What follows belongs to an exercise in optimizing a design on an open flow for small area, a short achievable clock period and few clock cycles per item; a production flow would make more cautious choices.
Only simulation tests tie the RTL to the original design; equivalence was not proved.

==> module exec_unit, before the edit <==
module exec_unit (
	input  logic               clk,
	input  logic               reset,
	input  logic               cmd_valid,
	output logic               cmd_ready,
	input  alu_pkg::alu_op_e   cmd_op,
	input  exec_pkg::reg_idx_t cmd_rs1,
	input  exec_pkg::reg_idx_t cmd_rs2,
	input  exec_pkg::reg_idx_t cmd_rd,
	input  logic               cmd_use_imm,
	input  alu_pkg::word_t     cmd_imm,
	output logic               res_valid,
	input  logic               res_ready,
	output exec_pkg::reg_idx_t res_rd,
	output alu_pkg::word_t     res_data
);
	localparam int W = 32;
	logic               ex_valid;
	logic [exec_pkg::SEL_W-1:0] ex_sel;
	logic               ex_sub;
	exec_pkg::reg_idx_t ex_rd;
	logic [W-1:0]       ex_a;    
	logic [W-1:0]       ex_b;    
	logic [3:0]         ex_sh_lo;   
	logic [3:0]         ex_sh_mid;  
	logic               ex_sh_hi;   
	logic [W-1:0]       ex_res;
	logic               r0_valid, r1_valid;
	exec_pkg::reg_idx_t r0_rd, r1_rd;
	logic [W-1:0]       r0_data, r1_data;
	logic take, push, accept;
	assign take      = r0_valid && res_ready;
	assign push      = ex_valid;
	assign cmd_ready = take ? !(r1_valid && ex_valid) : !(r0_valid && (r1_valid || ex_valid));
	assign accept    = cmd_valid && cmd_ready;
	logic [W-1:0] rf_a, rf_b;
	regfile u_regfile (
		.clk(clk), .reset(reset),
		.rd_idx_a(cmd_rs1), .rd_idx_b(cmd_rs2),
		.rd_data_a(rf_a), .rd_data_b(rf_b),
		.wr_en(ex_valid && ex_rd != '0), .wr_idx(ex_rd), .wr_data(ex_res)
	);
	logic ex_hit_a, ex_hit_b;
	assign ex_hit_a = ex_valid && ex_rd != '0 && ex_rd == cmd_rs1;
	assign ex_hit_b = ex_valid && ex_rd != '0 && ex_rd == cmd_rs2 && !cmd_use_imm;
	logic in_sub, in_sl;
	assign in_sub = cmd_op == alu_pkg::ALU_SUB || cmd_op == alu_pkg::ALU_SLT
		|| cmd_op == alu_pkg::ALU_SLTU;
	assign in_sl = cmd_op == alu_pkg::ALU_SL;
	logic [exec_pkg::SEL_W-1:0] in_sel;
	always_comb begin
		in_sel = '0;
		in_sel[exec_pkg::SEL_ARITH] = cmd_op == alu_pkg::ALU_ADD || cmd_op == alu_pkg::ALU_SUB;
		in_sel[exec_pkg::SEL_P]     = cmd_op == alu_pkg::ALU_ADD || cmd_op == alu_pkg::ALU_SUB
			|| cmd_op == alu_pkg::ALU_XOR;
		in_sel[exec_pkg::SEL_AND]   = cmd_op == alu_pkg::ALU_AND;
		in_sel[exec_pkg::SEL_OR]    = cmd_op == alu_pkg::ALU_OR;
		in_sel[exec_pkg::SEL_SR]    = cmd_op == alu_pkg::ALU_SRL || cmd_op == alu_pkg::ALU_SRA;
		in_sel[exec_pkg::SEL_SRA]   = cmd_op == alu_pkg::ALU_SRA;
		in_sel[exec_pkg::SEL_SL]    = in_sl;
		in_sel[exec_pkg::SEL_LTS]   = cmd_op == alu_pkg::ALU_SLT;
		in_sel[exec_pkg::SEL_LTU]   = cmd_op == alu_pkg::ALU_SLTU;
	end
	logic [W-1:0] in_a, in_b, in_a_rev;
	assign in_a = ex_hit_a ? ex_res : rf_a;
	assign in_b = ex_hit_b ? ex_res : (cmd_use_imm ? cmd_imm : rf_b);
	always_comb begin
		for (int i = 0; i < W; i++) in_a_rev[i] = in_a[W-1-i];
	end
	alu u_alu (
		.sel(ex_sel), .sub(ex_sub),
		.a(ex_a), .b_x(ex_b),
		.sh_lo(ex_sh_lo), .sh_mid(ex_sh_mid), .sh_hi(ex_sh_hi),
		.result(ex_res)
	);
	always_ff @(posedge clk) begin
		if (reset) begin
			ex_valid <= 1'b0;
			r0_valid <= 1'b0;
			r1_valid <= 1'b0;
		end else begin
			ex_valid <= accept;
			if (take) begin
				r0_valid <= r1_valid || push;
				r1_valid <= push && r1_valid;
			end else begin
				r0_valid <= r0_valid || push;
				r1_valid <= r1_valid || (push && r0_valid);
			end
		end
	end
	always_ff @(posedge clk) begin
		ex_sel <= in_sel;
		ex_sub <= in_sub;
		ex_rd  <= cmd_rd;
		ex_a   <= in_sl ? in_a_rev : in_a;
		ex_b   <= in_b ^ {W{in_sub}};
		ex_sh_lo  <= 4'b0001 << in_b[1:0];
		ex_sh_mid <= 4'b0001 << in_b[3:2];
		ex_sh_hi  <= in_b[4];
	end
	always_ff @(posedge clk) begin
		if (take || !r0_valid) begin
			r0_rd   <= r1_valid ? r1_rd : ex_rd;
			r0_data <= r1_valid ? r1_data : ex_res;
		end
		if (take || !r1_valid) begin
			r1_rd   <= ex_rd;
			r1_data <= ex_res;
		end
	end
	assign res_valid = r0_valid;
	assign res_rd    = r0_rd;
	assign res_data  = r0_data;
endmodule
make LEC_CHECK=0 CAP_MARGIN=20 CORE_MARGIN=2 CORE_UTILIZATION=55 CTS_BUF_LIST=sky130_fd_sc_hd__clkbuf_8 SETUP_SLACK_MARGIN=4.0 SLEW_MARGIN=20 finish   # period 7.0 ns
run.sh (not shown) runs the stock make flow with config.mk's settings and CLKGATE_MAP_FILE= SYNTH_SCRIPT=/design/flow/synth_recipe.tcl, a recipe that flattens the netlist after the stock synthesis.
Testbench counts at the start, summed over its fixed seeds: cycles 16,016, items 16,000.
Edit:
--- a/flow/design.v
+++ b/flow/design.v
@@ -168,19 +168,19 @@
 	logic [W-1:0]       ex_a;    
 	logic [W-1:0]       ex_b;    
 	logic [3:0]         ex_sh_lo;   
 	logic [3:0]         ex_sh_mid;  
 	logic               ex_sh_hi;   
 	logic [W-1:0]       ex_res;
-	logic               r0_valid, r1_valid;
-	exec_pkg::reg_idx_t r0_rd, r1_rd;
-	logic [W-1:0]       r0_data, r1_data;
+	logic               r0_valid, r1_valid, r2_valid;
+	exec_pkg::reg_idx_t r0_rd, r1_rd, r2_rd;
+	logic [W-1:0]       r0_data, r1_data, r2_data;
 	logic take, push, accept;
 	assign take      = r0_valid && res_ready;
 	assign push      = ex_valid;
-	assign cmd_ready = take ? !(r1_valid && ex_valid) : !(r0_valid && (r1_valid || ex_valid));
+	assign cmd_ready = !r2_valid && !(r1_valid && ex_valid);
 	assign accept    = cmd_valid && cmd_ready;
 	logic [W-1:0] rf_a, rf_b;
 	regfile u_regfile (
 		.clk(clk), .reset(reset),
 		.rd_idx_a(cmd_rs1), .rd_idx_b(cmd_rs2),
 		.rd_data_a(rf_a), .rd_data_b(rf_b),
@@ -221,20 +221,23 @@
 	);
 	always_ff @(posedge clk) begin
 		if (reset) begin
 			ex_valid <= 1'b0;
 			r0_valid <= 1'b0;
 			r1_valid <= 1'b0;
+			r2_valid <= 1'b0;
 		end else begin
 			ex_valid <= accept;
 			if (take) begin
 				r0_valid <= r1_valid || push;
-				r1_valid <= push && r1_valid;
+				r1_valid <= r2_valid || (push && r1_valid);
+				r2_valid <= push && r2_valid;
 			end else begin
 				r0_valid <= r0_valid || push;
 				r1_valid <= r1_valid || (push && r0_valid);
+				r2_valid <= r2_valid || (push && r1_valid);
 			end
 		end
 	end
 	always_ff @(posedge clk) begin
 		ex_sel <= in_sel;
 		ex_sub <= in_sub;
@@ -248,14 +251,18 @@
 	always_ff @(posedge clk) begin
 		if (take || !r0_valid) begin
 			r0_rd   <= r1_valid ? r1_rd : ex_rd;
 			r0_data <= r1_valid ? r1_data : ex_res;
 		end
 		if (take || !r1_valid) begin
-			r1_rd   <= ex_rd;
-			r1_data <= ex_res;
+			r1_rd   <= r2_valid ? r2_rd : ex_rd;
+			r1_data <= r2_valid ? r2_data : ex_res;
+		end
+		if (take || !r2_valid) begin
+			r2_rd   <= ex_rd;
+			r2_data <= ex_res;
 		end
 	end
 	assign res_valid = r0_valid;
 	assign res_rd    = r0_rd;
 	assign res_data  = r0_data;
 endmodule
Utilization drops by 1.7 points. Synthesized area came out higher by a few percent. Hold slack is better by 0.020 ns. Sequential cell count climbs by 37. Critical path depth increases by 6. Register-to-register slack improves by 0.04 ns. Via count grows slightly. First-iteration DRC count decreases slightly. Sequential share of layout area went up by 2.0 points.
Testbench counts after the change, summed over its fixed seeds: cycles 16,016, items 16,000.

-- static timing again, ports no longer ideal --
How much do the figures lean on ideal ports? The routed layouts below were timed once more, with nothing changed but the port constraints.
Step 1 sets driving cells, clkbuf_16 on the clock port and buf_2 on the other inputs (assumed; they add their load-dependent delay and slew).
Step 2 times the ports against the registers' clock, not the clock port: input delays grow and output delays shrink by t, the midpoint of the rising clock arrivals with the driver on.
Three values: no drivers, after step 1, after step 2; two values: the first two.
| run | t (ns) | slack for setup (ns) | worst hold slack (ns) | worst setup path at the end | cell pins on the clock port's net |
|---|---|---|---|---|---|
| the first run | 0.780 | 3.684 / 3.627 / 3.166 | 0.476 / 0.476 / 0.476 | input to register | 1 |
| the second run | 0.805 | 3.775 / 3.775 / 3.172 | 0.497 / 0.497 / 0.497 | input to register | 1 |
After both steps every run listed still meets setup and hold. The setup slack of the second run, which loses most, moves by 0.000 ns with the drivers and by -0.603 ns with both steps.
